This is an optimization exercise on Yosys and OpenROAD, whose aim is small area, a short achievable clock period and few clock cycles per item, not a production implementation. The RTL was checked by simulation tests, not by an equivalence proof against the original design.

Setup of the baseline:
==> flow/design.v (excerpt) <==
module md_unit (
  input  logic        clk,
  input  logic        reset_n,
  input  logic        start,
  input  logic [3:0]  op,
  input  logic [31:0] a,
  input  logic [31:0] b,
  output logic        busy,
  output logic [31:0] hi,
  output logic [31:0] lo
);
Size in the first run: roughly 4400 cells after synthesis, about 140 I/O pins, about 27000 um2 of cells after synthesis.
==> flow/config.mk <==
export PLATFORM = sky130hd
export DESIGN_NAME = md_unit
export DESIGN_NICKNAME = md_unit
export VERILOG_FILES = /design/flow/design.v
export SDC_FILE = /design/flow/constraint.sdc
export NUM_CORES = 4
export LEC_CHECK = 0
export ABC_AREA = 1
export CAP_MARGIN = 20
export CORE_MARGIN = 2
export CORE_UTILIZATION = 40
export SLEW_MARGIN = 20
==> flow/constraint.sdc <==
create_clock -name core_clock -period 130.0 [get_ports {clk}]
set_input_delay 26.0000 -clock core_clock [delete_from_list [all_inputs] [get_ports {clk}]]
set_output_delay 26.0000 -clock core_clock [all_outputs]
set_load 0.01 [all_outputs]
standard.sh (not shown) runs the stock make flow with config.mk's settings and CLKGATE_MAP_FILE= SYNTH_SCRIPT=/design/flow/synth_recipe.tcl, a recipe that flattens the netlist after the stock synthesis.
==> flow/flow/run.sh <==
#!/bin/bash
set -uo pipefail
bash standard.sh "BUFFER_PORTS_ARGS=-buffer_cell sky130_fd_sc_hd__buf_4" SETUP_SLACK_MARGIN=102.5 finish > standard.log 2>&1
Testbench counts of the baseline, summed over its fixed seeds: cycles 278,486, ops 80,000.
Relative to the baseline, the following input files were edited for the candidate:
--- a/flow/design.v
+++ b/flow/design.v
@@ -99,38 +99,24 @@
   input  logic        s,
   output logic [31:0] o
 );
   logic [31:0] p;          
   always_comb begin
     p = v;
     for (int l = 0; l < 5; l++) begin
       p = p | (p << (2 ** l));
     end
   end
   assign o = v ^ ({p[30:0], 1'b0} & {32{s}});
 endmodule
-module md_cneg_r (
-  input  logic [31:0] v,
-  input  logic        s,
-  output logic [31:0] o
-);
-  logic [31:0] p;          
-  always_comb begin
-    p[0] = 1'b0;
-    for (int i = 1; i < 32; i++) begin
-      p[i] = p[i-1] | (s & v[i-1]);
-    end
-  end
-  assign o = v ^ p;
-endmodule
 module md_unit (
   input  logic        clk,
   input  logic        reset_n,
   input  logic        start,
   input  logic [3:0]  op,
   input  logic [31:0] a,
   input  logic [31:0] b,
   output logic        busy,
   output logic [31:0] hi,
   output logic [31:0] lo
 );
   function automatic logic is_madd_op(input logic [3:0] op);
@@ -242,26 +228,26 @@
   logic [2*K-1:0] pbits;
   for (genvar i = 0; i < K; i++) begin : g_bits
     assign qbits[K-1-i] = rsel[i];
     assign pbits[2*i+1:2*i] = ro[i][1:0];
   end
   logic [32:0] acc_o;
   logic [31:0] lo_mul, lo_div, rem_o, quo_o;
   logic        dlast;
   assign acc_o  = ra[K];
   assign lo_mul = {pbits, lo[31:2*K]};
   assign lo_div = {lo_e[31-K:0], qbits};
   assign dlast = !first && cnt == 4'(NC - 1);
-  md_cneg_r u_cnr (.v(ra[K][31:0]), .s(dlast & rneg), .o(rem_o));
-  md_cneg_r u_cnq (.v(lo_div), .s(dlast & qneg), .o(quo_o));
+  md_cneg u_cnr (.v(ra[K][31:0]), .s(dlast & rneg), .o(rem_o));
+  md_cneg u_cnq (.v(lo_div), .s(dlast & qneg), .o(quo_o));
   logic [31:0] mrest_mask, mrest;
   logic        mdone;
   logic [63:0] al_m;
   assign mrest_mask = 32'hFFFF_FFFF >> (6'((cnt + 4'd1) * 2 * K));
   assign mrest = lo_mul & mrest_mask;
   assign mdone = lo[2*K-1] ? (mrest == mrest_mask) : (mrest == 32'd0);
   logic [1:0]  msh;       
   logic [95:0] um, ums;
   assign msh = mdone ? 2'd3 - cnt[1:0] : 2'd0;
   assign um = {{31{acc_o[32]}}, acc_o, lo_mul};
   assign ums = um >> {msh, 3'b000};
   assign al_m = ums[63:0];
- As far as number of detailed-routing iterations run before antenna repair is concerned, the candidate and the baseline perform about the same.
- The run showing the smaller placed wire-length estimate after detailed placement is the baseline.
- Area added between synthesis and finish: lower on the candidate
- Compared with the baseline, in the candidate minimum clock period after layout went down by 0.042 ns, sequential portion of the cell area went down by 0.81 points, global-route wire length before repair went up by about 6%, clock-buffer cell count went up by 1.
- NOTE final non-filler cell area the baseline->the candidate increased by a little under 10%
- The candidate vs the baseline on critical path arrival: the candidate is the higher one.
Testbench counts of the candidate, summed over its fixed seeds: cycles 278,486, ops 80,000.

afterwards: timing with drivers on the ports:
Ports are ideal in the flow. The routed layouts listed here were re-timed in OpenROAD.
Step 1 (the two cells are an assumption about what drives the block):
set clk [get_ports {clk}]
set_driving_cell -lib_cell sky130_fd_sc_hd__clkbuf_16 $clk
set_driving_cell -lib_cell sky130_fd_sc_hd__buf_2 [delete_from_list [all_inputs] $clk]
Step 2 also shifts input and output timing later by t, the mid clock arrival at the registers, as if the neighbouring blocks saw the same clock.
Slacks: no drivers / after step 1 / after step 2; pairs: no drivers / after step 1.
| run | shift t [ns] | setup WS [ns] | worst slew at a driven data input, ns |
|---|---|---|---|
| the baseline | 0.506 | 102.546 / 102.490 / 102.070 | 0.05 |
| the candidate | 0.538 | 102.588 / 102.549 / 102.100 | 0.05 |
After both steps every run listed still meets setup and hold. For the candidate, which loses most, drivers alone change the setup slack by -0.039 ns; drivers and shift together by -0.488 ns.
